From an optimization exercise on the open Yosys and OpenROAD flow, aimed at small area, a short achievable clock period and few clock cycles per item; shortcuts taken in it are not production practice. Where RTL was checked, it was by simulation tests only, not by an equivalence proof against the original. Function not checked in runs 1 to 6: the RTL went through the layout flow alone. Power figures rest on the tool's default switching activity, not on a simulated workload.

==> flow/config.mk <==
export PLATFORM = sky130hd
export DESIGN_NAME = header_length_frame_receiver_core
export DESIGN_NICKNAME = header_length_frame_receiver_core
export VERILOG_FILES = /design/flow/design.v
export SDC_FILE = /design/flow/constraint.sdc
export NUM_CORES = 4
export LEC_CHECK = 0
export CAP_MARGIN = 20
export CORE_MARGIN = 2
export CORE_UTILIZATION = 40
export SLEW_MARGIN = 20
==> flow/constraint.sdc <==
create_clock -name core_clock -period 5.0 [get_ports {clock}]
set_input_delay 1.0000 -clock core_clock [delete_from_list [all_inputs] [get_ports {clock}]]
set_output_delay 1.0000 -clock core_clock [all_outputs]
set_load 0.01 [all_outputs]
==> flow/design.v <==
package hlfr_pkg;
   localparam int BUF_DEPTH_DEF = 256;
   localparam int OPCODE_W = 2;
   localparam int BYTE_W   = 8;
   localparam int INDEX_W  = 8;
   localparam int COUNT_W  = 9;
   localparam int EVENT_W  = 3;
   localparam logic [OPCODE_W-1:0] OP_BYTE    = 2'd0;
   localparam logic [OPCODE_W-1:0] OP_RELEASE = 2'd1;
   localparam logic [OPCODE_W-1:0] OP_READ    = 2'd2;
   localparam logic [EVENT_W-1:0] EV_STORED    = 3'd0;
   localparam logic [EVENT_W-1:0] EV_DROP_DONE = 3'd1;
   localparam logic [EVENT_W-1:0] EV_BAD_FIRST = 3'd2;
   localparam logic [EVENT_W-1:0] EV_BAD_SECND = 3'd3;
   localparam logic [EVENT_W-1:0] EV_OVERFLOW  = 3'd4;
   localparam logic [EVENT_W-1:0] EV_TOO_LONG  = 3'd5;
   localparam logic [EVENT_W-1:0] EV_COMPLETE  = 3'd6;
   localparam logic [EVENT_W-1:0] EV_OTHER_OP  = 3'd7;
   localparam logic [BYTE_W-1:0]  SYNC_FIRST   = 8'h5A;
   localparam logic [BYTE_W-1:0]  SYNC_SECOND  = 8'hA5;
   localparam logic [COUNT_W-1:0] HEADER_BYTES = 9'd3;
   typedef struct packed {
      logic                 frame_done;
      logic [COUNT_W-1:0]   byte_count;
      logic [EVENT_W-1:0]   event_code;
   } hlfr_status_type;
endpackage
import hlfr_pkg::*;
module hlfr_ctrl (
   input  logic                  clock,
   input  logic                  reset,
   input  logic                  accept,
   input  logic [OPCODE_W-1:0]   opcode,
   input  logic [BYTE_W-1:0]     rx_byte,
   output logic                  wr_en,
   output logic [7:0]            wr_pos,
   output hlfr_pkg::hlfr_status_type status
);
   logic [COUNT_W-1:0] count_ff, count_in;
   logic               done_ff, done_in;
   logic               hdr0_ff, hdr0_in;
   logic               hdr1_ff, hdr1_in;
   logic               hdr2_ff, hdr2_in;
   logic               last_ff, last_in;
   logic [7:0]         rem_ff, rem_in;
   logic [EVENT_W-1:0] event_code;
   logic               is_byte;
   assign is_byte = opcode == OP_BYTE;
   always_comb begin
      count_in   = count_ff;
      done_in    = done_ff;
      hdr0_in    = hdr0_ff;
      hdr1_in    = hdr1_ff;
      hdr2_in    = hdr2_ff;
      last_in    = last_ff;
      rem_in     = rem_ff;
      event_code = EV_OTHER_OP;
      case (opcode)
         OP_BYTE: begin
            if (done_ff) begin
               event_code = EV_DROP_DONE;
            end else if (hdr0_ff) begin
               if (rx_byte == SYNC_FIRST) begin
                  count_in   = 9'd1;
                  hdr0_in    = 1'b0;
                  hdr1_in    = 1'b1;
                  event_code = EV_STORED;
               end else begin
                  event_code = EV_BAD_FIRST;
               end
            end else if (hdr1_ff) begin
               hdr1_in = 1'b0;
               if (rx_byte == SYNC_SECOND) begin
                  count_in   = 9'd2;
                  hdr2_in    = 1'b1;
                  event_code = EV_STORED;
               end else begin
                  count_in   = 9'd0;
                  hdr0_in    = 1'b1;
                  event_code = EV_BAD_SECND;
               end
            end else if (hdr2_ff) begin
               hdr2_in = 1'b0;
               if (rx_byte > 8'd253) begin
                  count_in   = 9'd0;
                  hdr0_in    = 1'b1;
                  event_code = EV_TOO_LONG;
               end else if (rx_byte == 8'd0) begin
                  count_in   = 9'd3;
                  done_in    = 1'b1;
                  event_code = EV_COMPLETE;
               end else begin
                  count_in   = 9'd3;
                  rem_in     = rx_byte - 8'd1;
                  last_in    = rx_byte == 8'd1;
                  event_code = EV_STORED;
               end
            end else begin
               count_in = count_ff + 9'd1;
               if (last_ff) begin
                  done_in    = 1'b1;
                  event_code = EV_COMPLETE;
               end else begin
                  rem_in     = rem_ff - 8'd1;
                  last_in    = rem_ff == 8'd1;
                  event_code = EV_STORED;
               end
            end
         end
         OP_RELEASE: begin
            count_in = '0;
            done_in  = 1'b0;
            hdr0_in  = 1'b1;
            hdr1_in  = 1'b0;
            hdr2_in  = 1'b0;
         end
         default: begin
         end
      endcase
   end
   always_ff @(posedge clock) begin
      if (reset) begin
         count_ff <= '0;
         done_ff  <= 1'b0;
         hdr0_ff  <= 1'b1;
         hdr1_ff  <= 1'b0;
         hdr2_ff  <= 1'b0;
      end else if (accept) begin
         count_ff <= count_in;
         done_ff  <= done_in;
         hdr0_ff  <= hdr0_in;
         hdr1_ff  <= hdr1_in;
         hdr2_ff  <= hdr2_in;
      end
   end
   always_ff @(posedge clock) begin
      if (accept) begin
         rem_ff  <= rem_in;
         last_ff <= last_in;
      end
   end
   assign wr_en             = accept && is_byte && !done_ff;
   assign wr_pos            = count_ff[7:0];
   assign status.frame_done = done_in;
   assign status.byte_count = count_in;
   assign status.event_code = event_code;
endmodule
import hlfr_pkg::*;
module hlfr_store (
   input  logic              clock,
   input  logic              wr_en,
   input  logic [7:0]        wr_addr,
   input  logic [BYTE_W-1:0] wr_data,
   input  logic [7:0]        rd_addr,
   output logic [BYTE_W-1:0] rd_data
);
   logic [BYTE_W-1:0] mem [256];
   assign mem[0] = SYNC_FIRST;
   assign mem[1] = SYNC_SECOND;
   for (genvar i = 2; i < 256; i++) begin : g_row
      always_ff @(posedge clock) begin
         if (wr_en && wr_addr == 8'(i)) begin
            mem[i] <= wr_data;
         end
      end
   end
   assign rd_data = mem[rd_addr];
endmodule
import hlfr_pkg::*;
module header_length_frame_receiver_core
#(
   parameter int BUF_DEPTH = BUF_DEPTH_DEF
) (
   input  logic                clock,
   input  logic                reset,
   input  logic                req_valid,
   output logic                req_ready,
   input  logic [OPCODE_W-1:0] req_opcode,
   input  logic [BYTE_W-1:0]   req_rx_byte,
   input  logic [INDEX_W-1:0]  req_read_index,
   output logic                rsp_valid,
   input  logic                rsp_ready,
   output logic                rsp_frame_done,
   output logic [COUNT_W-1:0]  rsp_byte_count,
   output logic [BYTE_W-1:0]   rsp_read_data,
   output logic [EVENT_W-1:0]  rsp_event_code
);
   logic               accept;
   logic               advance;
   logic               wr_en;
   logic [7:0]         wr_pos;
   logic [BYTE_W-1:0]  mem_data;
   hlfr_pkg::hlfr_status_type status;
   logic               s1_valid_ff;
   hlfr_pkg::hlfr_status_type s1_stat_ff;
   logic               s1_rd_ff;
   logic [INDEX_W-1:0] s1_idx_ff;
   logic               rsp_valid_ff;
   hlfr_pkg::hlfr_status_type rsp_stat_ff;
   logic [BYTE_W-1:0]  rsp_data_ff;
   assign advance   = s1_valid_ff && (!rsp_valid_ff || rsp_ready);
   assign req_ready = !s1_valid_ff || advance;
   assign accept    = req_valid && req_ready;
   hlfr_ctrl u_ctrl (
      .clock  (clock),
      .reset  (reset),
      .accept (accept),
      .opcode (req_opcode),
      .rx_byte(req_rx_byte),
      .wr_en  (wr_en),
      .wr_pos (wr_pos),
      .status (status)
   );
   hlfr_store u_store (
      .clock  (clock),
      .wr_en  (wr_en),
      .wr_addr(wr_pos),
      .wr_data(req_rx_byte),
      .rd_addr(s1_idx_ff),
      .rd_data(mem_data)
   );
   always_ff @(posedge clock) begin
      if (reset) begin
         s1_valid_ff  <= 1'b0;
         rsp_valid_ff <= 1'b0;
      end else begin
         if (req_ready) s1_valid_ff <= req_valid;
         if (advance) rsp_valid_ff <= 1'b1;
         else if (rsp_ready) rsp_valid_ff <= 1'b0;
      end
   end
   always_ff @(posedge clock) begin
      if (accept) begin
         s1_stat_ff <= status;
         s1_rd_ff   <= req_opcode == OP_READ;
         s1_idx_ff  <= req_read_index;
      end
      if (advance) begin
         rsp_stat_ff <= s1_stat_ff;
         rsp_data_ff <= s1_rd_ff ? mem_data : '0;
      end
   end
   assign rsp_valid      = rsp_valid_ff;
   assign rsp_frame_done = rsp_stat_ff.frame_done;
   assign rsp_byte_count = rsp_stat_ff.byte_count;
   assign rsp_read_data  = rsp_data_ff;
   assign rsp_event_code = rsp_stat_ff.event_code;
endmodule
==> flow/run.sh <==
#!/bin/bash
# synth_recipe.tcl (not shown) runs the flow's synth.tcl, then flattens the netlist and writes it again
# the make line also repeats each setting of config.mk as NAME=value (left out here)
make -C /OpenROAD-flow-scripts/flow DESIGN_CONFIG=/design/flow/config.mk WORK_HOME=/design/flow/orfs CLKGATE_MAP_FILE= SYNTH_SCRIPT=/design/flow/synth_recipe.tcl finish
==> summary.txt, run 1 <==
Reg-to-Reg Start s1_idx_ff[7]; Slew @ Worst Pin 1.30 ns; area of the multi-input gates 16100 um^2; final hold viol count 0; nets 5681; multiplexer share of the synthesized area 0.0514%; GR Util All Layers 53.9%; Int Pwr 28.6 mW; Die X 452 um; Die ar. 204000 um^2; cell taking the most area after synthesis edfxtp_1; CTS tree done; total chip power 37.5 mW; Rows 164; Cell Area, Synth 80300 um^2; antenna violations before repair 87; crit path max fanout 15; Crit. End Element flip-flop; FFs w/ async S/R, synth 0%; syn_nets 4986; wire per inst 65.4 um; RePlAce Congestion 1.13; R2R Path End rsp_data_ff[0]; Most used DFF post-synth edfxtp_1; post-synth top area share 78.0%; reg2reg path depth 10; largest net degree at the start of global routing 167; post-synthesis instance total 4954; total number of yosys warnings 4; Area after DPL 89800 um^2; complex-gate fraction of the synthesized area 10.6%; post-synth cell types 76; critical path type flip-flop to flip-flop; vias in the first global route 57200; Via density 7.84; FMAX 191 MHz; register area 62900 um^2; DR pass1 iterations 7; detailed-route via count 67100; slew margin rel. 13.2%; Post-route DRC 0; Sw Ratio 23.8%; CTS buffer count 221; Hold Crit Depth 0; top post-synthesis cells by count 2084 x edfxtp_1, 432 x a22oi_1, 409 x nor2_1; aggregate global routing overflow 0; Hold Crit Endpoint rsp_stat_ff[0]; clock skew 0.0384 ns; antenna-violating nets left 0; P_leak 30.6 nW; Yosys reg bits 2099; fin. max-slew vios 0; Synth Area in XOR/XNOR 0.120%; pwr dens 386 nW/um^2; Startpoint Class flip-flop; Die Ht 452 um; Post-synth EDFFs 2084; clk slew on worst S/H paths 0.06 ns; clk sinks 2099; most common cell in the synthesized netlist edfxtp_1; Hold WS 0.423 ns; Clk pwr share 43.7%; CP required 5.65 ns; Final Cell Area 97000 um^2; R2R Setup Slk -0.23 ns; final worst slack -0.234 ns; Comb power frac 4.6%; Clock Latency Late Sink 0.97 ns; Post-Route Setup TNS -0.348 ns; Fill cells 17100; Simple-Gate Fraction of Synth Area 8.52%; largest family of logic cells by synthesized area compound AO/OA/AOI/OAI gates; Flop pwr share 51.7%; adder and majority gate portion of the synthesized area 0.156%; Post-DP HPWL 383000 um; hold wc startpoint s1_stat_ff[0]; CTS max path bufs 3; outcome finished with violations; layout cells sized above 1 20.5%; setup violators final 3; Area contributors post-synth edfxtp_1 78%, a22oi_1 4.0%, nand3_1 2.5%; Worst VDD drop 0.404 mV; RSZ-0062 raised after global routing no; first-pass GRT wire length 685000 um; Syn Area/Cell 16.2 um^2; Max-Cap Viols 0; core area 200000 um^2; DRT iter0 DRCs 17300; initial core utilization 40.2%; Port Buffer Count 44; Worst Hold Class flip-flop to flip-flop; clock root buffer clkbuf_16; Seq/Total Area, Yosys 78.3%; I/O Pins 45; Max H-tree Level 4; SO Faults negative setup slack; P_sw 8.92 mW; Final period util 105%; Layout Area Growth over Synthesis 20.9%; crit path DAT 5.88 ns; Total Routed Length 559000 um; Period minus WS final 5.23 ns
## flip-flops by register name (all words and copies together) (netlist names), 8 cells and up
name / flops
s1_idx_ff: 8
s1_stat_ff: 13
rsp_stat_ff: 13
rsp_data_ff: 8
u_ctrl.rem_ff: 8
u_ctrl.count_ff: 9
u_store.mem: 2032
## cell families (layout without fill, tap and decap cells)
group                      Yosys count  after routing
other                                0             70
AOI/OAI and AO/OA                 1125           1125
adders and majority gates           10             10
and+or+nand+nor                   1324           1324
buffers and inverters              381           1258
muxes                                4              4
xor gates and xnor gates            11             11
DFF                               2099           2099
## layout make-up
cell class | count | share of cell area (%)
multi-input cells | 2474 | 16.6
diodes | 70 | 0.181
flip-flops and latches | 2099 | 64.8
well taps | 2656 | 3.42
repair buffers | 843 | 7.85
clock buffers | 275 | 5.93
inverters | 10 | 0.0387
clock inverters | 130 | 1.18
## metal layers
layer	wire, um	vias to the layer above	part of all wire [%]	GRT usage [%]
li1	-	22000	-	-
met1	184000	34100	33	63.1
met2	215000	8658	38	69.4
met3	102000	2300	18	32.3
met4	58700	46	11	44.8
met5	745	-	0.13	1.61
## per-stage QoR
| step | instances | utilization (%) | setup WS [ns] |
|---|---|---|---|
| floorplan | 4954 | - | 1.83 |
| global placement | 8071 | 45.0 | -0.253 |
| detailed placement | 8075 | 45.0 | -0.302 |
| CTS | 8482 | 48.5 | 0.0319 |
| global route | 8490 | 48.5 | 0.111 |
| finish | 8557 | 48.6 | -0.234 |
## worst max-delay path, cell delays in order, from the launching register on
cell	delay, ns
edfxtp_1	0.76
buf_8	0.32
and4_4	0.36
buf_4	0.31
nand3_1	0.30
nand4_1	0.75
nor4_1	0.62
buf_4	0.24
nand4_1	0.27
nor4_2	0.77
a31oi_1	0.18
## power groups by stage
stage / clock network [mW] / logic (mW) / registers [mW]
detailed placement: 0 / 1.56 / 19.8
floorplan: 0 / 0.413 / 19.7
global placement: 0 / 1.56 / 19.8
finish: 16.4 / 1.71 / 19.4
CTS: 16.2 / 1.57 / 19.4
global route: 16.9 / 1.61 / 19.4
## cells in the final DEF, fill, tap and decap left out, types with 14 or more instances in the layout
| cell | synthesis | final |
|---|---|---|
| edfxtp_1 | 2084 | 2084 |
| buf_4 | 23 | 706 |
| a22oi_1 | 432 | 431 |
| nand3_1 | 398 | 394 |
| nor2_1 | 409 | 392 |
| clkbuf_16 | 0 | 222 |
| a32oi_1 | 154 | 153 |
| o22ai_1 | 143 | 140 |
| nand4_1 | 135 | 135 |
| a21oi_1 | 95 | 95 |
| nand2_1 | 99 | 89 |
| buf_12 | 0 | 87 |
| diode_2 | 0 | 70 |
| clkinv_1 | 1 | 66 |
| a22o_1 | 63 | 63 |
| nor4_1 | 70 | 58 |
| a222oi_1 | 56 | 56 |
| clkbuf_1 | 167 | 53 |
| and3_1 | 42 | 42 |
| o21ai_0 | 40 | 40 |
| a221oi_1 | 38 | 38 |
| clkdlybuf4s50_1 | 0 | 36 |
| nor3_1 | 32 | 31 |
| clkinv_2 | 0 | 27 |
| or4_1 | 22 | 22 |
| nor2_2 | 2 | 18 |
| a32o_1 | 17 | 17 |
| nor2b_1 | 17 | 16 |
| dfxtp_1 | 15 | 15 |
| a2111oi_0 | 16 | 14 |
| bufinv_16 | 0 | 14 |
## worst max path at each step
stage,start,endpoint,slack [ns],cells past startpoint
after floorplan,req_opcode[1],u_store.mem[100][0],1.83,7
after global placement,s1_idx_ff[2],rsp_data_ff[0],-0.25,10
after detailed placement,s1_idx_ff[2],rsp_data_ff[0],-0.30,10
after CTS,s1_idx_ff[0],rsp_data_ff[1],0.03,10
after global routing,s1_idx_ff[1],rsp_data_ff[1],0.11,10
final,s1_idx_ff[7],rsp_data_ff[0],-0.23,10
## what timing repair did
item                                    in CTS  in global routing
resized for setup                            1                  2
pin swaps                                    0                  0
setup buffers                                2                  1
hold buffers                                 0                  0
hold endpoints to repair                     0                  0
endpoints found under the setup margin       2                  2
==> inputs of run 2 (changes only) <==
--- a/flow/design.v
+++ b/flow/design.v
@@ -148,3 +148,7 @@
 import hlfr_pkg::*;
-module hlfr_store (
+module hlfr_store #(
+   parameter int GRP = 16,
+   localparam int NG = 256 / GRP,
+   localparam int GW = $clog2(GRP)
+) (
    input  logic              clock,
@@ -153,5 +157,7 @@
    input  logic [BYTE_W-1:0] wr_data,
-   input  logic [7:0]        rd_addr,
+   input  logic [GRP-1:0]    rd_lo_oh,
+   input  logic [NG-1:0]     rd_hi_oh,
    output logic [BYTE_W-1:0] rd_data
 );
+   logic [NG-1:0][BYTE_W-1:0] grp_data;
    logic [BYTE_W-1:0] mem [256];
@@ -166,3 +172,16 @@
    end
-   assign rd_data = mem[rd_addr];
+   for (genvar g = 0; g < NG; g++) begin : g_grp
+      always_comb begin
+         grp_data[g] = '0;
+         for (int j = 0; j < GRP; j++) begin
+            grp_data[g] = grp_data[g] | (mem[g * GRP + j] & {BYTE_W{rd_lo_oh[j]}});
+         end
+      end
+   end
+   always_comb begin
+      rd_data = '0;
+      for (int g = 0; g < NG; g++) begin
+         rd_data = rd_data | (grp_data[g] & {BYTE_W{rd_hi_oh[g]}});
+      end
+   end
 endmodule
@@ -187,4 +206,6 @@
 );
+   localparam int GRP = 16;
+   localparam int NG  = 256 / GRP;
+   localparam int GW  = $clog2(GRP);
    logic               accept;
-   logic               advance;
    logic               wr_en;
@@ -193,6 +214,2 @@
    hlfr_pkg::hlfr_status_type status;
-   logic               s1_valid_ff;
-   hlfr_pkg::hlfr_status_type s1_stat_ff;
-   logic               s1_rd_ff;
-   logic [INDEX_W-1:0] s1_idx_ff;
    logic               rsp_valid_ff;
@@ -200,4 +217,3 @@
    logic [BYTE_W-1:0]  rsp_data_ff;
-   assign advance   = s1_valid_ff && (!rsp_valid_ff || rsp_ready);
-   assign req_ready = !s1_valid_ff || advance;
+   assign req_ready = !rsp_valid_ff || rsp_ready;
    assign accept    = req_valid && req_ready;
@@ -213,9 +229,10 @@
    );
-   hlfr_store u_store (
-      .clock  (clock),
-      .wr_en  (wr_en),
-      .wr_addr(wr_pos),
-      .wr_data(req_rx_byte),
-      .rd_addr(s1_idx_ff),
-      .rd_data(mem_data)
+   hlfr_store #(.GRP(GRP)) u_store (
+      .clock   (clock),
+      .wr_en   (wr_en),
+      .wr_addr (wr_pos),
+      .wr_data (req_rx_byte),
+      .rd_lo_oh(GRP'(1) << req_read_index[GW-1:0]),
+      .rd_hi_oh(NG'(1) << req_read_index[7:GW]),
+      .rd_data (mem_data)
    );
@@ -223,8 +240,5 @@
       if (reset) begin
-         s1_valid_ff  <= 1'b0;
          rsp_valid_ff <= 1'b0;
       end else begin
-         if (req_ready) s1_valid_ff <= req_valid;
-         if (advance) rsp_valid_ff <= 1'b1;
-         else if (rsp_ready) rsp_valid_ff <= 1'b0;
+         rsp_valid_ff <= accept || (rsp_valid_ff && !rsp_ready);
       end
@@ -233,9 +247,4 @@
       if (accept) begin
-         s1_stat_ff <= status;
-         s1_rd_ff   <= req_opcode == OP_READ;
-         s1_idx_ff  <= req_read_index;
-      end
-      if (advance) begin
-         rsp_stat_ff <= s1_stat_ff;
-         rsp_data_ff <= s1_rd_ff ? mem_data : '0;
+         rsp_stat_ff <= status;
+         rsp_data_ff <= req_opcode == OP_READ ? mem_data : '0;
       end
--- a/flow/config.mk
+++ b/flow/config.mk
@@ -10,2 +10,6 @@
 export CORE_UTILIZATION = 40
+export CTS_CLUSTER_DIAMETER = 80
+export CTS_CLUSTER_SIZE = 30
+export SETUP_SLACK_MARGIN = 2.5
 export SLEW_MARGIN = 20
+export SYNTH_HIERARCHICAL = 1
==> run 2 against run 1 <==
Net effect: now clean on timing, DRC and antenna; critical path depth increased by 4; global-route usage decreased by 30 points; synthesized cell count decreased by 9.3%; clock skew increased by 0.0058 ns; clock-buffer cell count decreased by 169; sequential cell count decreased by 23; register-to-register slack improved by 2.4 ns; worst hold slack improved by 0.077 ns; die area decreased by 4.1%; total power decreased by 17%; critical path type is now input pin to flip-flop; critical endpoint is now rsp_data_ff[3].
==> summary.txt, run 2 <==
outcome no timing/DRC/antenna violations; most frequent cells in the layout 2062 x edfxtp_1, 908 x a22oi_1, 265 x nand2_1, 260 x nor2_4, 180 x buf_4; I/O Pins 45 (unchanged); largest family of logic cells by synthesized area compound AO/OA/AOI/OAI gates; GR peak layer met2; total number of yosys warnings 10 (+6); Simple-Gate Fraction of Synth Area 5.25% (-3.3 points); largest net degree at the start of global routing 130 (-22%); clock skew 0.0442 ns (+0.00583 ns); adder and majority gate portion of the synthesized area 0.114% (-0.042 points); Area after DPL 83200 um^2 (-7.4%); Max-Cap Viols 0 (unchanged); met2 usage 38.3% (-31 points); layout cells sized above 1 22.3% (+1.7 points); setup violators final 0 (-3); first-pass GRT wire length 330000 um (-52%); crit path DAT 3.90 ns (-1.98 ns); met1 GRT Util 32.5% (-31 points); FFs w/ async S/R, synth 0% (unchanged); slew margin rel. 20.6% (+7.4 points); clk slew on worst S/H paths 0.10 ns (+0.04 ns); fin. max-slew vios 0 (unchanged); Post-synth EDFFs 2062 (-1.1%); multiplexer share of the synthesized area 0.0406% (-0.011 points); clk sinks 2076 (-1.1%); Max H-tree Level 3 (-1); core area 192000 um^2 (-3.9%); RePlAce Congestion 0.851 (-25%); Port Buffer Count 44 (unchanged); nets 4721 (-17%); post-synth top area share 80.4% (+2.5 points); pwr dens 341 nW/um^2 (-12%); Yosys reg bits 2076 (-1.1%); P_leak 27.6 nW (-9.6%); post-synth cell types 59 (-22%); CTS tree done; most flop-heavy register u_store.mem; Die X 443 um (-2.1%); most common cell in the synthesized netlist edfxtp_1; Total Routed Length 237000 um (-58%); most common cell after layout, fill and taps aside edfxtp_1; top post-synthesis cells by count 2062 x edfxtp_1, 980 x a22oi_1, 298 x nor2_1; antenna-violating nets left 0 (unchanged); crit path cell chain buf_6, buf_8, nand2_8, nor2_4, buf_12, buf_12, buf_12, buf_6, a22oi_2, nand4_1, o31ai_1, nand4_1, or4_1, and2_1; Most used DFF post-synth edfxtp_1; Final Cell Area 90900 um^2 (-6.3%); Syn Area/Cell 17.1 um^2 (+5.7%); CP required 5.54 ns (-0.11 ns); Crit. End Element flip-flop; Synth Area in XOR/XNOR 0.125% (+0.0051 points); Post-route DRC 0 (unchanged); antenna violations before repair 15 (-83%); Largest regs u_store.mem x2032, rsp_stat_ff x13, u_ctrl.count_ff x9; GR Util All Layers 23.5% (-30 points); Seq/Total Area, Yosys 80.8% (+2.5 points); aggregate global routing overflow 0 (unchanged); Cell Area, Synth 77000 um^2 (-4.1%); grt met3 use 3.24% (-29 points); crit path max fanout 6 (-9); clock root buffer clkbuf_16; Worst Hold Class input pin to flip-flop; Worst path slowest cell or4_1; Worst VDD drop 0.280 mV (-31%); CP peak stage delay 0.58 ns (-0.19 ns); critical path type input pin to flip-flop; most frequent CP cell buf_12; final hold viol count 0 (unchanged); Non-Filler Instances 7303 (-15%); complex-gate fraction of the synthesized area 11.8% (+1.2 points); cell taking the most area after synthesis edfxtp_1; Post-DP HPWL 128000 um (-67%); FMAX 298 MHz (+56%); RSZ-0062 raised after global routing yes; Placed Instances 6930 (-14%); post-synthesis instance total 4493 (-9.3%); Via density 6.14 (-22%); DRT iter0 DRCs 6161 (-64%); vias in the first global route 43200 (-24%); Die ar. 196000 um^2 (-4.1%); initial core utilization 40.1% (-0.067 points); CTS max path bufs 3 (unchanged); Clock Latency Late Sink 0.78 ns (-0.19 ns); Die Ht 443 um (-2.1%); Final period util 67.1% (-38 points); Slew @ Worst Pin 1.19 ns (-0.115 ns); Startpoint Class input pin; Area contributors post-synth edfxtp_1 80%, a22oi_1 9.6%, nor2_1 1.5%; max reg flops 2032 (unchanged); syn_nets 4522 (-9.3%); DR pass1 iterations 7 (unchanged); wire per inst 32.5 um (-50%); Rows 161 (-1.8%); detailed-route via count 44900 (-33%); Period minus WS final 3.35 ns (-1.88 ns); Layout Area Growth over Synthesis 18.1%; CTS buffer count 104 (-53%)
==> run 2: changes by cell type after synthesis, moves of 37 or more <==
cell      previous run  this run
a21oi_1             95        19
a221oi_1            38         1
a222oi_1            56         8
a22o_1              63         5
a22oi_1            432       980
a32oi_1            154         0
and3_1              42         5
nand2_1             99       295
nand3_1            398        23
nor2_1             409       298
nor4_1              70         6
o22ai_1            143         0
o31ai_1              5       122
==> run 2: critical path: cells and delay by family <==
family / cells / cell delay (ns)
AND/OR/NAND/NOR: 6 / 1.61
buffers and inverters: 6 / 0.83
AO/OA/AOI/OAI: 2 / 0.43
==> run 2: timing repair <==
| item | CTS | global route |
|---|---|---|
| buffers inserted | 113 | 30 |
| pin swaps | 108 | 65 |
| endpoints found under the setup margin | 1980 | 982 |
| hold endpoints to repair | 0 | 0 |
| cloned | 37 | 2 |
| hold buffers | 0 | 0 |
| resized for setup | 318 | 75 |
==> run 2: cell type report <==
type                    instances  area (um^2)
well taps                    2526         3160
clock inverters                76         1050
inverters                      13         85.1
diodes                          9         22.5
fillers                     15900       101000
repair buffers                378         4910
flip-flops and latches       2076        62200
multi-input cells            2119        16900
clock buffers                 106         2630
==> run 2: per-layer routing <==
metal	part of all wire [%]	wire length [um]
met1	40	94900
met2	48	114000
met3	7.9	18800
met4	4.1	9840
met5	0.011	26
==> run 2: kinds of logic after synthesis <==
kind of cell	after synthesis
buffers and inverters	303
flip-flops	2076
AND/OR/NAND/NOR	882
adder cells (fa/ha/maj)	7
XOR/XNOR	11
multiplexers	3
AO/OA/AOI/OAI	1211
==> run 2: per-stage QoR <==
step / worst slack (ns) / TNS, ns / hold WS (ns) / power (mW) / util [%]
floorplan: 2.06 / 0 / 0.485 / 20.0 / -
global placement: -0.196 / -0.315 / 0.499 / 20.6 / 43.4
detailed placement: -0.280 / -0.638 / 0.510 / 20.7 / 43.4
CTS: 1.75 / 0 / 0.556 / 31.0 / 47.0
global route: 1.67 / 0 / 0.496 / 31.7 / 47.4
finish: 1.65 / 0 / 0.499 / 31.0 / 47.4
==> run 2: Yosys stat by module, one instance, submodules excluded, a selection <==
module | flip-flops and latches | copies in the design | area, um^2
hlfr_ctrl | 22 | 1 | 1810
header_length_frame_receiver_core | 22 | 1 | 980
==> run 2: final timing paths <==
check,from,endpoint,slack [ns],cells past startpoint
min reg2reg,u_ctrl.count_ff[8],u_ctrl.count_ff[8],0.57,1
max reg2reg,u_store.mem[83][4],rsp_data_ff[4],2.20,7
max,req_read_index[2],rsp_data_ff[3],1.65,14
min,req_valid,rsp_valid_ff,0.50,3
==> run 2: power by group <==
part	switching [mW]	internal [mW]	leakage (nW)	total (mW)
clock network	6.18	4.30	1.78	10.5
logic	0.988	0.385	7.18	1.37
registers	0.0138	19.1	18.7	19.1
total	7.18	23.8	27.6	31.0
==> inputs of run 3 (changes only) <==
--- a/flow/config.mk
+++ b/flow/config.mk
@@ -10,4 +10,4 @@
 export CORE_UTILIZATION = 40
-export CTS_CLUSTER_DIAMETER = 80
-export CTS_CLUSTER_SIZE = 30
+export CTS_CLUSTER_DIAMETER = 60
+export CTS_CLUSTER_SIZE = 24
 export SETUP_SLACK_MARGIN = 2.5
==> run 3 against run 2 <==
Net effect: still clean on timing, DRC and antenna; routed wire length shrank 1.3%; highest routed layer unchanged; clock power up 16%; total power is 5.4% higher; worst hold slack got worse by 0.011 ns; maximum frequency is 1.1% higher; cell area up 0.53%.
==> summary.txt, run 3 <==
Cell Area, Synth 77000 um^2 (unchanged); RePlAce Congestion 0.851 (unchanged); aggregate global routing overflow 0 (unchanged); Rows 161 (unchanged); Post-DP HPWL 128000 um (unchanged); Die ar. 196000 um^2 (unchanged); CTS tree done; Period minus WS final 3.32 ns (-0.0371 ns); fin. max-slew vios 0 (unchanged); Total Routed Length 234000 um (-1.3%); FFs w/ async S/R, synth 0% (unchanged); nets 4740 (+0.40%); most common cell after layout, fill and taps aside edfxtp_1; DRT iter0 DRCs 5922 (-3.9%); crit path DAT 3.87 ns (-0.03 ns); clock skew 0.0353 ns (-0.00893 ns); post-synth top area share 80.4% (unchanged); crit path max fanout 7 (+1); initial core utilization 40.1% (unchanged); Area contributors post-synth edfxtp_1 80%, a22oi_1 9.6%, nor2_1 1.5%; Util after Layout 47.7% (+0.25 points); Worst Hold Class input pin to flip-flop; setup violators final 0 (unchanged); Largest regs u_store.mem x2032, rsp_stat_ff x13, u_ctrl.count_ff x9; Max-Cap Viols 0 (unchanged); Die Ht 443 um (unchanged); largest net degree at the start of global routing 130 (unchanged); Seq/Total Area, Yosys 80.8% (unchanged); Post-synth EDFFs 2062 (unchanged); most frequent cells in the layout 2062 x edfxtp_1, 920 x a22oi_1, 266 x nand2_1, 261 x nor2_4, 189 x buf_4; core area 192000 um^2 (unchanged); crit path cell chain buf_6, buf_8, nand2_8, nor2_4, buf_12, buf_16, buf_4, a22oi_1, nand4_1, o31ai_2, nand4_1, or4_1, and2_1; antenna-violating nets left 0 (unchanged); Crit. End Element flip-flop; Clock Latency Late Sink 0.79 ns (about the same); Port Buffer Count 44 (unchanged); Die X 443 um (unchanged); antenna violations before repair 10 (-5); Worst path slowest cell or4_1; Startpoint Class input pin; cell taking the most area after synthesis edfxtp_1; CP peak stage delay 0.56 ns (-0.02 ns); most flop-heavy register u_store.mem; Via density 6.09 (-0.84%); pwr dens 357 nW/um^2 (+4.8%); clock root buffer clkbuf_16; hold_buf cts 0 (unchanged); post-synthesis instance total 4493 (unchanged); layout cells sized above 1 22.5% (+0.24 points); syn_nets 4522 (unchanged); final hold viol count 0 (unchanged); FMAX 301 MHz (+1.1%); Yosys reg bits 2076 (unchanged); crit-path leading delay family simple AND/OR/NAND/NOR gates; Syn Area/Cell 17.1 um^2 (unchanged); clk sinks 2076 (unchanged); wire per inst 31.8 um (-2.0%); Non-Filler Instances 7353 (+0.68%); Slew @ Worst Pin 1.16 ns (-0.0247 ns); RSZ-0062 raised after global routing yes; I/O Pins 45 (unchanged); Layout Area Growth over Synthesis 18.8%; post-synth cell types 59 (unchanged); DR pass1 iterations 6 (-1); outcome no timing/DRC/antenna violations; clk slew on worst S/H paths 0.08 ns (-0.02 ns); Max H-tree Level 4 (+1); Final period util 66.4% (-0.74 points); CTS buffer count 136 (+31%); top post-synthesis cells by count 2062 x edfxtp_1, 980 x a22oi_1, 298 x nor2_1; Worst VDD drop 0.372 mV (+33%); GR Util All Layers 23.3% (-0.21 points); Most used DFF post-synth edfxtp_1; WP buf/inv 5 (-1); Hold WS 0.488 ns (-0.0109 ns); CP required 5.55 ns (about the same); critical path type input pin to flip-flop; slew margin rel. 22.2% (+1.6 points); total number of yosys warnings 10 (unchanged); Placed Instances 6930 (unchanged); vias in the first global route 43500 (+0.72%); Post-route DRC 0 (unchanged); most frequent CP cell nand4_1; first-pass GRT wire length 328000 um (-0.62%); max reg flops 2032 (unchanged); CTS max path bufs 3 (unchanged); detailed-route via count 44800 (-0.16%); P_leak 27.9 nW (+1.1%); most common cell in the synthesized netlist edfxtp_1
run 3: power breakdown:
group	switching, mW	total (mW)	internal (mW)
Sequential	0.0130	19.1	19.1
Combinational	0.970	1.33	0.360
Clock	6.38	12.2	5.83
run 3: final timing paths:
check	from	endpoint	slack, ns	cells past startpoint
worst max-delay path	req_read_index[2]	rsp_data_ff[3]	1.68	13
worst min-delay path	req_valid	rsp_valid_ff	0.49	3
worst max register to register	u_store.mem[83][4]	rsp_data_ff[4]	2.23	7
worst min register to register	rsp_valid_ff	rsp_valid_ff	0.52	2
run 3: logic make-up (layout without fill, tap and decap cells):
family / count (synthesis) / count (layout) / synth area share [%]
simple gates: 882 / 887 / 5.25
xor+xnor: 11 / 11 / 0.125
buf+inv: 303 / 628 / 1.82
other cells: 0 / 4 / 0
compound gates: 1211 / 1211 / 11.8
flops: 2076 / 2076 / 80.8
fa+ha+maj: 7 / 7 / 0.114
mux: 3 / 3 / 0.0406
run 3: what timing repair did:
action | CTS | global route
pin swaps | 109 | 47
cloned | 27 | 2
endpoints found under the setup margin | 1984 | 1105
resized for setup | 281 | 69
buffers inserted | 128 | 12
run 3: metrics by stage:
step	power, mW	setup TNS [ns]	worst slack (ns)	instance area, um^2
2_1_floorplan	20.0	0	2.06	79900
3_3_place_gp	20.6	-0.315	-0.196	83200
3_5_place_dp	20.7	-0.638	-0.280	83200
4_1_cts	32.7	0	1.78	91000
5_1_grt	33.4	0	1.63	91400
6_report	32.6	0	1.68	91400
run 3: layer usage:
metal	wire length [um]	share of wire, %	track usage [%]	vias up
met4	9130	3.9	8.31	4
met3	18000	7.7	3.49	374
met2	113000	48	37.8	2141
met5	27	0.012	0	-
li1	-	-	-	18900
met1	94200	40	32.0	23400
run 3: layout make-up:
type                            instances  area (um^2)
Sequential cell                      2076        62200
Antenna cell                            4         10.0
Clock buffer                          150         3580
Tap cell                             2526         3160
Fill cell                           15900       100000
Inverter                               13         85.1
Timing Repair Buffer                  365         4490
Clock inverter                        100         1120
Multi-Input combinational cell       2119        16700
run 3: Yosys stat by module (local to each module, per instance), a selection:
module / cells inside / times used
header_length_frame_receiver_core: 79 / 1
hlfr_ctrl: 233 / 1
run 3: worst register-to-register path, stage by stage, from the launching register on:
cell	delay [ns]
edfxtp_1	0.38
a22oi_2	0.22
nand4_1	0.19
o31ai_2	0.30
buf_4	0.18
nand4_1	0.48
or4_1	0.65
and2_1	0.14
==> inputs of run 4 (changes only) <==
--- a/flow/design.v
+++ b/flow/design.v
@@ -149,3 +149,3 @@
 module hlfr_store #(
-   parameter int GRP = 16,
+   parameter int GRP = 64,
    localparam int NG = 256 / GRP,
@@ -158,6 +158,4 @@
    input  logic [GRP-1:0]    rd_lo_oh,
-   input  logic [NG-1:0]     rd_hi_oh,
-   output logic [BYTE_W-1:0] rd_data
+   output logic [NG-1:0][BYTE_W-1:0] grp_data
 );
-   logic [NG-1:0][BYTE_W-1:0] grp_data;
    logic [BYTE_W-1:0] mem [256];
@@ -178,8 +176,2 @@
          end
-      end
-   end
-   always_comb begin
-      rd_data = '0;
-      for (int g = 0; g < NG; g++) begin
-         rd_data = rd_data | (grp_data[g] & {BYTE_W{rd_hi_oh[g]}});
       end
@@ -206,5 +198,6 @@
 );
-   localparam int GRP = 16;
+   localparam int GRP = 128;
    localparam int NG  = 256 / GRP;
    localparam int GW  = $clog2(GRP);
+   logic               advance;
    logic               accept;
@@ -212,4 +205,10 @@
    logic [7:0]         wr_pos;
-   logic [BYTE_W-1:0]  mem_data;
    hlfr_pkg::hlfr_status_type status;
+   logic [NG-1:0][BYTE_W-1:0] grp_data;
+   logic               s1_valid_ff;
+   hlfr_pkg::hlfr_status_type s1_stat_ff;
+   logic               s1_rd_ff;
+   logic [NG-1:0]      s1_hi_oh_ff;
+   logic [NG-1:0][BYTE_W-1:0] s1_grp_ff;
+   logic [BYTE_W-1:0]  s1_data;
    logic               rsp_valid_ff;
@@ -217,4 +216,5 @@
    logic [BYTE_W-1:0]  rsp_data_ff;
-   assign req_ready = !rsp_valid_ff || rsp_ready;
-   assign accept    = req_valid && req_ready;
+   assign advance   = !rsp_valid_ff || rsp_ready;
+   assign req_ready = advance;
+   assign accept    = req_valid && advance;
    hlfr_ctrl u_ctrl (
@@ -235,16 +235,27 @@
       .rd_lo_oh(GRP'(1) << req_read_index[GW-1:0]),
-      .rd_hi_oh(NG'(1) << req_read_index[7:GW]),
-      .rd_data (mem_data)
+      .grp_data(grp_data)
    );
+   always_comb begin
+      s1_data = '0;
+      for (int g = 0; g < NG; g++) begin
+         s1_data = s1_data | (s1_grp_ff[g] & {BYTE_W{s1_hi_oh_ff[g]}});
+      end
+   end
    always_ff @(posedge clock) begin
       if (reset) begin
+         s1_valid_ff  <= 1'b0;
          rsp_valid_ff <= 1'b0;
-      end else begin
-         rsp_valid_ff <= accept || (rsp_valid_ff && !rsp_ready);
-      end
-   end
-   always_ff @(posedge clock) begin
-      if (accept) begin
-         rsp_stat_ff <= status;
-         rsp_data_ff <= req_opcode == OP_READ ? mem_data : '0;
+      end else if (advance) begin
+         s1_valid_ff  <= req_valid;
+         rsp_valid_ff <= s1_valid_ff;
+      end
+   end
+   always_ff @(posedge clock) begin
+      if (advance) begin
+         s1_stat_ff  <= status;
+         s1_rd_ff    <= req_opcode == OP_READ;
+         s1_hi_oh_ff <= NG'(1) << req_read_index[7:GW];
+         s1_grp_ff   <= grp_data;
+         rsp_stat_ff <= s1_stat_ff;
+         rsp_data_ff <= s1_rd_ff ? s1_data : '0;
       end
==> run 4 against run 3 <==
Net effect: highest routed layer unchanged; utilization is 0.73 points higher; setup slack improved by 0.40 ns; largest cell class unchanged; final cell count increased by 1.6%; sequential power rose by 2%; clock power about the same; register-to-register slack better by 0.38 ns; largest power group unchanged; synthesized cell count down 1.9%.
==> summary.txt, run 4 <==
syn_nets 4438 (-1.9%); most common cell after layout, fill and taps aside edfxtp_1; Final period util 58.5% (-7.9 points); pwr dens 348 nW/um^2 (-2.6%); largest net degree at the start of global routing 179 (+38%); Die X 447 um (+1.0%); Layout Area Growth over Synthesis 20.2%; Non-Filler Instances 7473 (+1.6%); Seq/Total Area, Yosys 80.4% (-0.43 points); Util after Layout 48.4% (+0.73 points); slew margin rel. 30.2% (+7.9 points); final hold viol count 0 (unchanged); CP required 5.57 ns (+0.02 ns); aggregate global routing overflow 0 (unchanged); Area contributors post-synth edfxtp_1 80%, a22o_1 3.6%, a22oi_1 3.5%; Yosys reg bits 2109 (+1.6%); DR pass1 iterations 7 (+1); met2 usage 37.3% (-0.47 points); Largest regs u_store.mem x2032, s1_grp_ff x16; crit path DAT 3.49 ns (-0.38 ns); RePlAce Congestion 0.925 (+8.7%); met1 GRT Util 32.9% (+0.85 points); crit path max fanout 7 (unchanged); most flop-heavy register u_store.mem; antenna violations before repair 5 (-5); Max H-tree Level 4 (unchanged); outcome no timing/DRC/antenna violations; DRT iter0 DRCs 6548 (+11%); critical path type input pin to flip-flop; Post-synth EDFFs 2094 (+1.6%); FFs w/ async S/R, synth 0% (unchanged); post-synth cell types 67 (+14%); Port Buffer Count 44 (unchanged); grt met3 use 4.66% (+1.2 points); hold_buf cts 0 (unchanged); total chip power 32.9 mW (+0.67%); most common cell in the synthesized netlist edfxtp_1; Post-route DRC 0 (unchanged); Post-DP HPWL 159000 um (+24%); Rows 162 (+0.62%); Die Ht 447 um (+1.0%); RSZ-0062 raised after global routing yes; vias in the first global route 44200 (+1.7%); total number of yosys warnings 10 (unchanged); Placed Instances 7026 (+1.4%); Via density 6.14 (+0.86%); CTS max path bufs 3 (unchanged); first-pass GRT wire length 339000 um (+3.4%); Total Routed Length 244000 um (+4.3%); cell taking the most area after synthesis edfxtp_1; final worst slack 2.08 ns (+0.395 ns); post-synthesis instance total 4409 (-1.9%); GR peak layer met2; layout cells sized above 1 28.9% (+6.3 points); nets 4773 (+0.70%); initial core utilization 40.3% (+0.13 points); Worst VDD drop 0.397 mV (+6.7%); Period minus WS final 2.92 ns (-0.395 ns); Startpoint Class input pin; GR Util All Layers 24.0% (+0.67 points); Slew @ Worst Pin 1.05 ns (-0.115 ns); core area 195000 um^2 (+1.8%); detailed-route via count 45900 (+2.5%); wire per inst 32.7 um (+2.6%); Most used DFF post-synth edfxtp_1; fin. max-slew vios 0 (unchanged); post-place setup slack -0.159 ns (+0.121 ns); Die ar. 200000 um^2 (+2.1%); P_leak 28.9 nW (+3.6%); Worst Hold Class flip-flop to flip-flop; Cell Area, Synth 78600 um^2 (+2.1%); antenna-violating nets left 0 (unchanged); max reg flops 2032 (unchanged); Crit. End Element flip-flop; Clock Latency Late Sink 0.85 ns (+0.06 ns); Syn Area/Cell 17.8 um^2 (+4.1%); clock root buffer clkbuf_16; Max-Cap Viols 0 (unchanged); clk slew on worst S/H paths 0.09 ns (about the same); clock skew 0.0613 ns (+0.0260 ns); top post-synthesis cells by count 2094 x edfxtp_1, 378 x nor2_1, 368 x a22oi_1; FMAX 342 MHz (+14%); post-synth top area share 80.0% (-0.45 points); CTS buffer count 134 (-1.5%); setup violators final 0 (unchanged); Hold WS 0.411 ns (-0.0780 ns); clk sinks 2109 (+1.6%); most frequent cells in the layout 2094 x edfxtp_1, 362 x a22oi_1, 361 x buf_4, 323 x a22o_1, 245 x nor2_4; CTS tree done; I/O Pins 45 (unchanged)
## run 4: cell count changes after synthesis, moves of 17 or more
| cell | previous run | this run |
|---|---|---|
| a221oi_1 | 1 | 308 |
| a22oi_1 | 980 | 368 |
| buf_2 | 99 | 82 |
| nor2_1 | 298 | 378 |
| clkbuf_1 | 146 | 176 |
| nand3_1 | 23 | 72 |
| buf_6 | 13 | 60 |
| a22oi_2 | 20 | 0 |
| buf_1 | 18 | 0 |
| nor4_1 | 6 | 50 |
| nand2_1 | 295 | 55 |
| edfxtp_1 | 2062 | 2094 |
| o31ai_1 | 122 | 2 |
| a22o_1 | 5 | 325 |
## run 4: worst max-delay path, cell delays in order
cell and delay [ns]:
buf_12 0.13, buf_12 0.14, nand4_1 0.22, buf_6 0.18, nor2_4 0.11, buf_6 0.17
a22o_1 0.20, a221oi_2 0.26, nand4_1 0.23, nor4_4 0.55, buf_4 0.21, nand3_2 0.05
## run 4: power breakdown
part | internal (mW) | switching [mW] | leakage [nW] | total, mW
combinational | 0.318 | 0.737 | 7.61 | 1.06
clock | 5.88 | 6.42 | 2.27 | 12.3
sequential | 19.5 | 0.0557 | 19.1 | 19.5
total | 25.7 | 7.21 | 28.9 | 32.9
## run 4: repair_timing
item                        CTS  global route
pin swaps                   116            76
gates cloned                 12             1
gates resized for setup     599           116
setup endpoints to repair  1881           687
buffers inserted            147            46
## run 4: layout make-up
type / instances / area (um^2)
sequential: 2109 / 63200
multi-input combinational: 1947 / 17900
clock buffer: 140 / 3400
inverter: 15 / 76.3
clock inverter: 99 / 1290
antenna: 2 / 5.00
tap: 2624 / 3280
timing repair buffer: 537 / 5330
fill: 15900 / 101000
## run 4: through the flow
step	TNS [ns]	instance area (um^2)
after global placement	-0.901	84700
after floorplan	0	80800
after CTS	0	93400
final	0	94500
after global routing	0	94500
after detailed placement	-0.197	84700
## run 4: path summary, 6_finish.rpt
path                            from                   to  slack, ns  cells after the start
hold / removal         s1_stat_ff[9]       rsp_stat_ff[9]       0.41                      0
hold reg to reg        s1_stat_ff[9]       rsp_stat_ff[9]       0.41                      0
setup / recovery   req_read_index[4]         s1_grp_ff[6]       2.08                     12
setup reg to reg  u_ctrl.count_ff[4]  u_store.mem[200][0]       2.61                      4
## run 4: kinds of logic after synthesis
family | after synthesis | synth area share (%)
buf+inv | 354 | 2.50
xor+xnor | 11 | 0.123
mux | 3 | 0.0398
compound gates | 1092 | 11.5
fa+ha+maj | 7 | 0.111
flops | 2109 | 80.4
simple gates | 833 | 5.37
## run 4: routing by layer
metal | vias to the layer above | part of all wire (%)
met4 | 6 | 4.7
met2 | 2414 | 46
met5 | - | 0.012
met3 | 494 | 9.9
li1 | 19100 | -
met1 | 23900 | 39
## run 4: modules after synthesis (local to each module, per instance), excerpt
module	times used	cell area [um^2]	cells
hlfr_ctrl	1	1810	233
header_length_frame_receiver_core	1	2950	276
==> inputs of run 5 (changes only) <==
--- a/flow/design.v
+++ b/flow/design.v
@@ -198,3 +198,3 @@
 );
-   localparam int GRP = 128;
+   localparam int GRP = 64;
    localparam int NG  = 256 / GRP;
==> run 5 against run 4 <==
Net effect: sequential share of layout area fell by 0.078 points; worst hold slack improved by 0.014 ns; clock skew is 0.016 ns lower; sequential cell count increased by 18; via count grew 0.27%; maximum frequency is 4.8% lower; critical path depth shrank 4; synthesized area shrank 0.70%; largest cell class unchanged; clock power about the same; highest routed layer unchanged; global-route usage rose by 1.3 points.
==> summary.txt, run 5 <==
Area contributors post-synth edfxtp_1 81%, a22o_1 5.4%, a221oi_1 5.4%; clock skew 0.0449 ns (-0.0164 ns); R2R Setup Slk 2.54 ns (-0.07 ns); Die X 446 um (-0.35%); clk slew on worst S/H paths 0.09 ns (about the same); Worst VDD drop 0.267 mV (-33%); Rows 162 (unchanged); initial core utilization 40.2% (-0.11 points); outcome no timing/DRC/antenna violations; critical path type input pin to flip-flop; I/O Pins 45 (unchanged); top post-synthesis cells by count 2112 x edfxtp_1, 485 x a22o_1, 481 x a221oi_1; vias in the first global route 43900 (-0.77%); Hold Crit Depth 0 (unchanged); RePlAce Congestion 0.953 (+3.0%); detailed-route via count 46000 (+0.27%); reg2reg path depth 5 (+1); Non-Filler Instances 7229 (-3.3%); R2R Path End u_store.mem[213][5]; Post-Route Setup TNS 0 ns (unchanged); P_leak 29.1 nW (+0.62%); post-synth top area share 81.2% (+1.3 points); wire per inst 35.6 um (+8.9%); Post-DP HPWL 152000 um (-4.2%); RSZ-0062 raised after global routing yes; crit path max fanout 11 (+4); post-synth cell types 61 (-9.0%); crit path DAT 3.61 ns (+0.12 ns); Reg-to-Reg Start u_ctrl.count_ff[0]; GR Util All Layers 25.3% (+1.3 points); Crit. End Element flip-flop; Max Used Layer met5; Die Ht 446 um (-0.35%); Max-Cap Viols 0 (unchanged); first-pass GRT wire length 351000 um (+3.7%); CTS buffer count 132 (-1.5%); Most used DFF post-synth edfxtp_1; WL met3 27800 um (+15%); aggregate global routing overflow 0 (unchanged); Seq/Total Area, Yosys 81.6% (+1.3 points); clock root buffer clkbuf_16; most frequent cells in the layout 2112 x edfxtp_1, 481 x a22o_1, 310 x nor2_4, 240 x buf_4, 239 x a221oi_2; FMAX 326 MHz (-4.8%); max reg flops 2032 (unchanged); met1 WL 101000 um (+5.2%); DR pass1 iterations 8 (+1); Max H-tree Level 4 (unchanged); most common cell in the synthesized netlist edfxtp_1; layout cells sized above 1 29.7% (+0.82 points); Post-synth EDFFs 2112 (+0.86%); Die ar. 199000 um^2 (-0.69%); CP required 5.54 ns (-0.03 ns); Layout Area Growth over Synthesis 22.2%; Port Buffer Count 44 (unchanged); hold_buf cts 0 (unchanged); Total Routed Length 257000 um (+5.3%); Largest regs u_store.mem x2032, s1_grp_ff x32; hold wc startpoint s1_stat_ff[2]; total chip power 33.1 mW (+0.61%); FFs w/ async S/R, synth 0% (unchanged); Cell Area, Synth 78100 um^2 (-0.70%); clk sinks 2127 (+0.85%); most common cell after layout, fill and taps aside edfxtp_1; CP startpoint req_read_index[3]; Yosys reg bits 2127 (+0.85%); Post-route DRC 0 (unchanged); Worst Hold Class flip-flop to flip-flop; DRT iter0 DRCs 6846 (+4.6%); Final period util 61.4% (+2.9 points); Placed Instances 6728 (-4.2%); Hold Crit Endpoint rsp_stat_ff[2]; most flop-heavy register u_store.mem; antenna violations before repair 14 (+9); nets 4605 (-3.5%); largest net degree at the start of global routing 181 (+1.1%); Util after Layout 49.1% (+0.67 points); Slew @ Worst Pin 1.28 ns (+0.231 ns); slew margin rel. 14.6% (-16 points); total number of yosys warnings 10 (unchanged); met2 WL 115000 um (+2.1%); pwr dens 347 nW/um^2 (-0.35%); Startpoint Class input pin; core area 194000 um^2 (-0.42%); Syn Area/Cell 18.6 um^2 (+4.2%); antenna-violating nets left 0 (unchanged); Via density 6.37 (+3.7%); CTS max path bufs 3 (unchanged); final hold viol count 0 (unchanged); fin. max-slew vios 0 (unchanged); post-synthesis instance total 4202 (-4.7%); Period minus WS final 3.07 ns (+0.147 ns); cell taking the most area after synthesis edfxtp_1; CTS tree done; setup violators final 0 (unchanged); syn_nets 4231 (-4.7%); Clock Latency Late Sink 0.81 ns (-0.04 ns)
## run 5: layout make-up
type	count	area, um^2
Sequential cell	2127	63700
Clock inverter	92	1090
Fill cell	15500	99000
Multi-Input combinational cell	1831	18400
Inverter	13	81.3
Tap cell	2542	3180
Antenna cell	8	20.0
Timing Repair Buffer	471	5440
Clock buffer	145	3460
## run 5: what timing repair did
| item | CTS | global route |
|---|---|---|
| buffers inserted | 183 | 41 |
| pin swaps | 183 | 74 |
| cloned | 29 | 2 |
| endpoints found under the setup margin | 1925 | 1203 |
| resized for setup | 474 | 116 |
## run 5: Yosys stat by module (local to each module, per instance), excerpt
module	cells	flops+latches	times used
hlfr_ctrl	233	22	1
header_length_frame_receiver_core	211	73	1
## run 5: kinds of logic (layout without fill, tap and decap cells)
| group | count (synthesis) | in the layout | share of synthesized area (%) |
|---|---|---|---|
| compound gates | 1107 | 1107 | 12.1 |
| xor+xnor | 11 | 11 | 0.123 |
| fa+ha+maj | 7 | 7 | 0.112 |
| buf+inv | 266 | 721 | 1.73 |
| flops | 2127 | 2127 | 81.6 |
| mux | 4 | 4 | 0.0529 |
| other cells | 0 | 8 | 0 |
| simple gates | 680 | 702 | 4.23 |
## run 5: metal layers
metal  up-vias  GRT usage [%]
met4        10           11.1
met2      2704           38.3
met5         -              0
li1      18700              -
met1     24200           34.4
met3       505           6.67
## run 5: where the power goes
group          switching (mW)  total (mW)  internal (mW)
registers              0.0598        19.7           19.7
logic                   0.859        1.21          0.347
clock network            6.32        12.1           5.83
## run 5: worst max path at each step
| stage | cells past startpoint | endpoint | slack (ns) |
|---|---|---|---|
| final | 8 | s1_grp_ff[24] | 1.93 |
| after global routing | 11 | s1_grp_ff[28] | 1.95 |
| after CTS | 9 | s1_grp_ff[11] | 2.05 |
| after detailed placement | 9 | s1_grp_ff[10] | 0.03 |
| after global placement | 9 | s1_grp_ff[10] | 0.006 |
| after floorplan | 7 | u_store.mem[16][0] | 1.68 |
## run 5: worst max-delay path: stages
cell and delay [ns]:
buf_6 0.13, nand2_4 0.25, buf_4 0.28, nor2_4 0.11, buf_4 0.27, a221oi_2 0.37
nand4_1 0.49, or4_4 0.67
## run 5: stage by stage
step | hold slack (ns) | cell area, um^2 | worst slack (ns)
2_1_floorplan | 0.400 | 81600 | 1.68
3_3_place_gp | 0.406 | 85100 | 0.00624
3_5_place_dp | 0.406 | 85200 | 0.0255
4_1_cts | 0.427 | 94300 | 2.05
5_1_grt | 0.441 | 95400 | 1.95
6_report | 0.424 | 95400 | 1.93
==> inputs of run 6 (changes only) <==
--- a/flow/design.v
+++ b/flow/design.v
@@ -198,3 +198,3 @@
 );
-   localparam int GRP = 64;
+   localparam int GRP = 32;
    localparam int NG  = 256 / GRP;
==> run 6 against run 5 <==
Net effect: clock power about the same; sequential share of layout area is 2.6 points higher; clock skew about the same; global-route usage fell by 2.4 points; total power increased by 1.7%; final cell count up 2.3%; sequential cell count up 36; synthesized cell count increased by 4.5%; critical path type unchanged.
==> summary.txt, run 6 <==
Worst path slowest cell or4_4; clock root buffer clkbuf_16; Placed Instances 6938 (+3.1%); layout cells sized above 1 21.0% (-8.6 points); Hold Crit Endpoint rsp_stat_ff[5]; post-synth top area share 81.5% (+0.24 points); Crit. End Element flip-flop; Rows 163 (+0.62%); Max-Cap Viols 0 (unchanged); Syn Area/Cell 18.0 um^2 (-2.9%); antenna-violating nets left 0 (unchanged); Worst VDD drop 0.261 mV (-2.0%); final worst slack 2.44 ns (+0.514 ns); Startpoint Class input pin; I/O Pins 45 (unchanged); GR Util All Layers 22.9% (-2.4 points); core area 197000 um^2 (+1.4%); outcome no timing/DRC/antenna violations; Largest regs u_store.mem x2032, s1_grp_ff x64; Die X 449 um (+0.69%); slew margin rel. 31.1% (+17 points); post-synth cell types 59 (-3.3%); DRT iter0 DRCs 6397 (-6.6%); clock skew 0.0449 ns (+0.0000401 ns); Slew @ Worst Pin 1.03 ns (-0.245 ns); critical path type input pin to flip-flop; CTS buffer count 135 (+2.3%); CTS max path bufs 3 (unchanged); Reg-to-Reg Start u_ctrl.count_ff[7]; Post-synth EDFFs 2148 (+1.7%); Layout Area Growth over Synthesis 17.9%; Worst Hold Class flip-flop to flip-flop; crit path DAT 3.10 ns (-0.51 ns); max reg flops 2032 (unchanged); hold wc startpoint s1_stat_ff[5]; post-place setup slack 0.678 ns (+0.653 ns); CP peak stage delay 0.61 ns (-0.06 ns); Via density 6.16 (-3.3%); Max H-tree Level 4 (unchanged); Hold Crit Depth 0 (unchanged); Die ar. 201000 um^2 (+1.4%); Port Buffer Count 44 (unchanged); Period minus WS final 2.56 ns (-0.514 ns); R2R Setup Slk 2.53 ns (about the same); Die Ht 449 um (+0.69%); initial core utilization 40.2% (about the same); most common cell in the synthesized netlist edfxtp_1; Clock Latency Late Sink 0.81 ns (about the same); FMAX 391 MHz (+20%); post-synthesis instance total 4389 (+4.5%); syn_nets 4418 (+4.4%); Non-Filler Instances 7395 (+2.3%); hold_buf cts 0 (unchanged); cell taking the most area after synthesis edfxtp_1; setup violators final 0 (unchanged); reg2reg path depth 3 (-2); DR pass1 iterations 7 (-1); Total Routed Length 241000 um (-6.4%); Area contributors post-synth edfxtp_1 81%, a22oi_1 9.3%, nand4_1 2.0%; crit path cell chain buf_6, or3b_4, buf_4, nor2_4, buf_12, a22oi_2, nand4_1, or4_4; most common cell after layout, fill and taps aside edfxtp_1; top post-synthesis cells by count 2148 x edfxtp_1, 984 x a22oi_1, 313 x nor2_1; Post-route DRC 0 (unchanged); final hold viol count 0 (unchanged); crit path max fanout 40 (+29); Post-Route Setup TNS 0 ns (unchanged); Yosys reg bits 2163 (+1.7%); total number of yosys warnings 10 (unchanged); detailed-route via count 45500 (-1.1%); RePlAce Congestion 0.865 (-9.2%); most frequent cells in the layout 2148 x edfxtp_1, 945 x a22oi_1, 249 x nand4_1, 224 x nor2_4, 178 x buf_4; R2R Path End u_store.mem[188][1]; fin. max-slew vios 0 (unchanged); clk slew on worst S/H paths 0.09 ns (about the same); Post-DP HPWL 138000 um (-9.5%); Most used DFF post-synth edfxtp_1; Final period util 51.1% (-10 points); vias in the first global route 43000 (-1.9%); aggregate global routing overflow 0 (unchanged); CTS tree done; RSZ-0062 raised after global routing yes; most flop-heavy register u_store.mem; pwr dens 361 nW/um^2 (+4.0%); largest net degree at the start of global routing 156 (-14%); Seq/Total Area, Yosys 81.9% (+0.23 points); FFs w/ async S/R, synth 0% (unchanged); nets 4677 (+1.6%); CP required 5.54 ns (about the same); P_leak 27.9 nW (-4.2%); first-pass GRT wire length 330000 um (-6.2%); clk sinks 2163 (+1.7%); wire per inst 32.6 um (-8.5%); Cell Area, Synth 79200 um^2 (+1.4%); antenna violations before repair 17 (+3)
run 6: cell count changes in the layout (fill, tap and decap cells not counted), moves of 26 or more:
cell | before | now
a22oi_1 | 56 | 945
a22o_1 | 481 | 29
a221oi_2 | 239 | 9
a221oi_1 | 203 | 15
nand4_1 | 130 | 249
nor2_4 | 310 | 224
buf_4 | 240 | 178
buf_6 | 72 | 30
a22oi_2 | 0 | 39
a221oi_4 | 39 | 1
edfxtp_1 | 2112 | 2148
nor2_2 | 21 | 56
or4_1 | 29 | 55
run 6: stage by stage:
stage	hold slack, ns	utilization (%)	power (mW)	cell area, um^2
6_report	0.426	47.4	33.6	93300
5_1_grt	0.431	47.4	34.4	93300
4_1_cts	0.423	46.9	33.7	92400
3_5_place_dp	0.406	42.9	21.6	84400
3_3_place_gp	0.402	42.8	21.6	84400
2_1_floorplan	0.400	-	20.8	80500
run 6: worst max-delay path, delay by kind of cell:
family                 cells  cell delay (ns)
AO/OA/AOI/OAI              1             0.24
buffers and inverters      3             0.47
AND/OR/NAND/NOR            4             1.30
run 6: area by class of cell:
class                           count  area (um^2)
Multi-Input combinational cell   1942        15400
Fill cell                       16200       104000
Clock inverter                     99         1200
Tap cell                         2640         3300
Sequential cell                  2163        64800
Timing Repair Buffer              392         5100
Antenna cell                        4         10.0
Clock buffer                      141         3460
Inverter                           14         60.1
run 6: what timing repair did:
action / CTS / global route
cloned: 24 / 8
setup buffers: 144 / 36
endpoints found under the setup margin: 2128 / 1456
pin swaps: 121 / 46
resized for setup: 301 / 95
run 6: modules after synthesis (local to each module, per instance), a selection:
module | cells inside | area [um^2] | times used
header_length_frame_receiver_core | 222 | 3920 | 1
hlfr_ctrl | 233 | 1810 | 1
run 6: cells by family (layout without fill, tap and decap cells):
kind of cell | Yosys count | count (layout) | synth area share [%]
flops | 2163 | 2163 | 81.9
compound gates | 1123 | 1123 | 10.7
simple gates | 781 | 797 | 5.10
buf+inv | 300 | 646 | 2.02
xor+xnor | 11 | 11 | 0.122
fa+ha+maj | 7 | 7 | 0.111
mux | 4 | 4 | 0.0522
other cells | 0 | 4 | 0
run 6: how the worst max path moves through the flow:
| stage | start | end | slack (ns) |
|---|---|---|---|
| 5_1_grt | req_rx_byte[1] | s1_stat_ff[6] | 2.44 |
| 4_1_cts | rsp_ready | req_ready | 2.36 |
| 6_report | req_read_index[0] | s1_grp_ff[53] | 2.44 |
| 3_3_place_gp | req_read_index[0] | s1_grp_ff[32] | 0.73 |
| 3_5_place_dp | req_read_index[0] | s1_grp_ff[36] | 0.68 |
| 2_1_floorplan | rsp_ready | u_store.mem[193][0] | 1.51 |
run 6: metal layers:
metal	track usage (%)	vias up	routed length (um)
met3	5.19	384	26500
li1	-	18800	-
met2	35.2	2660	111000
met1	32.2	23700	95100
met4	7.57	2	8750
met5	0	-	11
run 6: where the power goes:
group | internal [mW] | switching (mW)
Sequential | 20.0 | 0.140
Combinational | 0.321 | 0.835
Clock | 5.89 | 6.42
==> inputs of run 7 (changes only) <==
--- a/flow/design.v
+++ b/flow/design.v
@@ -198,3 +198,3 @@
 );
-   localparam int GRP = 32;
+   localparam int GRP = 16;
    localparam int NG  = 256 / GRP;
--- a/flow/config.mk
+++ b/flow/config.mk
@@ -12,3 +12,3 @@
 export CTS_CLUSTER_SIZE = 24
-export SETUP_SLACK_MARGIN = 2.5
+export SETUP_SLACK_MARGIN = 2.8
 export SLEW_MARGIN = 20
==> run 7 against run 6 <==
Net effect: still clean on timing, DRC and antenna; combinational power grew 23%; global-route usage down 1.2 points; synthesized cell count shrank 1.4%; sequential cell count up 72; clock skew is 0.0066 ns higher; die area increased by 2.8%; total power up 2.1%.
==> summary.txt, run 7 <==
P_leak 29.3 nW (+5.1%); most flop-heavy register u_store.mem; FFs w/ async S/R, synth 0% (unchanged); FMAX 403 MHz (+2.9%); antenna-violating nets left 0 (unchanged); Post-route DRC 0 (unchanged); Post-synth EDFFs 2220 (+3.4%); slew margin rel. 5.33% (-26 points); cell taking the most area after synthesis edfxtp_1; most common cell after layout, fill and taps aside edfxtp_1; first-pass GRT wire length 320000 um (-2.8%); Die X 455 um (+1.4%); met1 WL 95400 um (+0.39%); hold_buf cts 0 (unchanged); RePlAce Congestion 0.848 (-1.9%); crit path max fanout 2 (-95%); Via density 6.21 (+0.85%); Syn Area/Cell 18.8 um^2 (+4.3%); Area contributors post-synth edfxtp_1 82%, a22o_1 5.4%, a221oi_1 5.3%; Total Routed Length 236000 um (-2.2%); RSZ-0062 raised after global routing yes; largest net degree at the start of global routing 165 (+5.8%); Die Ht 455 um (+1.4%); post-place setup slack 0.280 ns (-0.399 ns); antenna violations before repair 8 (-9); most common cell in the synthesized netlist edfxtp_1; initial core utilization 40.2% (+0.066 points); nets 4588 (-1.9%); Seq/Total Area, Yosys 82.2% (+0.38 points); Final period util 49.7% (-1.4 points); post-synth top area share 81.9% (+0.39 points); Hold WS 0.422 ns (-0.00342 ns); layout cells sized above 1 21.9% (+0.88 points); Slew @ Worst Pin 1.42 ns (+0.386 ns); final worst slack 2.52 ns (+0.0716 ns); fin. max-slew vios 0 (unchanged); detailed-route via count 45500 (-0.16%); top post-synthesis cells by count 2220 x edfxtp_1, 501 x a22o_1, 493 x a221oi_1; Die ar. 207000 um^2 (+2.8%); Port Buffer Count 44 (unchanged); pwr dens 356 nW/um^2 (-1.2%); clock skew 0.0515 ns (+0.00662 ns); Worst Hold Class flip-flop to flip-flop; GR Util All Layers 21.6% (-1.2 points); Most used DFF post-synth edfxtp_1; core area 202000 um^2 (+2.7%); total number of yosys warnings 10 (unchanged); CTS buffer count 135 (unchanged); post-synth cell types 62 (+5.1%); Util after Layout 47.7% (+0.29 points); clock root buffer clkbuf_16; Worst VDD drop 0.426 mV (+63%); CTS max path bufs 3 (unchanged); critical path type input pin to primary output; clk sinks 2235 (+3.3%); outcome no timing/DRC/antenna violations; Max H-tree Level 4 (unchanged); met2 WL 111000 um (+0.61%); WL met3 21400 um (-19%); Rows 165 (+1.2%); setup violators final 0 (unchanged); DRT iter0 DRCs 6541 (+2.3%); Max Used Layer met4; Startpoint Class input pin; clk slew on worst S/H paths 0.08 ns (about the same); Yosys reg bits 2235 (+3.3%); Crit. End Element primary output; vias in the first global route 42900 (-0.35%); post-synthesis instance total 4328 (-1.4%); aggregate global routing overflow 0 (unchanged); most frequent cells in the layout 2220 x edfxtp_1, 501 x a22o_1, 422 x a221oi_1, 251 x nor2_4, 148 x clkbuf_16; Layout Area Growth over Synthesis 18.4%; I/O Pins 45 (unchanged); Period minus WS final 2.48 ns (-0.0716 ns); crit path DAT 1.48 ns (-1.62 ns); Post-Route Setup TNS 0 ns (unchanged); syn_nets 4357 (-1.4%); max reg flops 2032 (unchanged); CTS tree done; reg2reg path depth 4 (+1); DR pass1 iterations 8 (+1); Largest regs u_store.mem x2032, s1_grp_ff x128, s1_hi_oh_ff x16; total chip power 34.3 mW (+2.1%); Max-Cap Viols 0 (unchanged); Hold Crit Depth 0 (unchanged); Post-DP HPWL 132000 um (-4.5%); wire per inst 32.2 um (-1.2%); final hold viol count 0 (unchanged); Clock Latency Late Sink 0.85 ns (+0.04 ns); Cell Area, Synth 81400 um^2 (+2.9%); CP required 4.00 ns (-1.54 ns)
==> run 7: through the flow <==
stage	instance area, um^2	instances
after floorplan	82000	4328
after global placement	86000	6888
after detailed placement	86000	6889
after CTS	94000	7217
after global routing	96400	7320
final	96400	7321
==> run 7: cell families after synthesis <==
| kind of cell | count (synthesis) | synth area share (%) |
|---|---|---|
| simple gates | 610 | 3.62 |
| xor+xnor | 11 | 0.118 |
| mux | 4 | 0.0507 |
| fa+ha+maj | 7 | 0.108 |
| flops | 2235 | 82.2 |
| compound gates | 1155 | 12.1 |
| buf+inv | 306 | 1.72 |
==> run 7: metal layers <==
layer / vias up / global-route usage [%]
met5: - / 0
met2: 2358 / 34.4
met4: 0 / 6.79
li1: 18800 / -
met1: 24000 / 30.7
met3: 324 / 3.37
==> run 7: path summary, 6_finish.rpt <==
| path | startpoint | slack, ns | to |
|---|---|---|---|
| max | rsp_ready | 2.52 | req_ready |
| min | s1_stat_ff[10] | 0.42 | rsp_stat_ff[10] |
| max reg2reg | u_ctrl.count_ff[0] | 2.60 | u_store.mem[137][2] |
| min reg2reg | s1_stat_ff[10] | 0.42 | rsp_stat_ff[10] |
==> run 7: power breakdown <==
| group | internal [mW] | switching, mW |
|---|---|---|
| clock network | 5.48 | 6.49 |
| registers | 20.8 | 0.174 |
| logic | 0.430 | 1.00 |
| total | 26.7 | 7.66 |
==> run 7: layout make-up <==
| cell class | instances | area (um^2) |
|---|---|---|
| antenna | 2 | 5.00 |
| clock buffer | 144 | 3410 |
| clock inverter | 81 | 942 |
| fill | 16500 | 106000 |
| inverter | 12 | 65.1 |
| multi-input combinational | 1788 | 16100 |
| sequential | 2235 | 67000 |
| tap | 2672 | 3340 |
| timing repair buffer | 387 | 5520 |
==> run 7: modules after synthesis, one instance, submodules excluded, a selection <==
module / cell area, um^2 / flip-flops and latches
hlfr_ctrl: 1810 / 22
header_length_frame_receiver_core: 6440 / 181
==> run 7: critical path, cell delays in order <==
cell      delay [ns]
buf_2           0.10
nand2b_4        0.15
buf_16          0.13
buf_6           0.11
==> run 7: what timing repair did <==
item,CTS,global route
setup buffers,89,85
pin swaps,82,155
resized for setup,645,211
gates cloned,14,15
endpoints found under the setup margin,2264,1759
Testbench counts of run 7, summed over its fixed seeds: cycles 24,016, items 24,000.
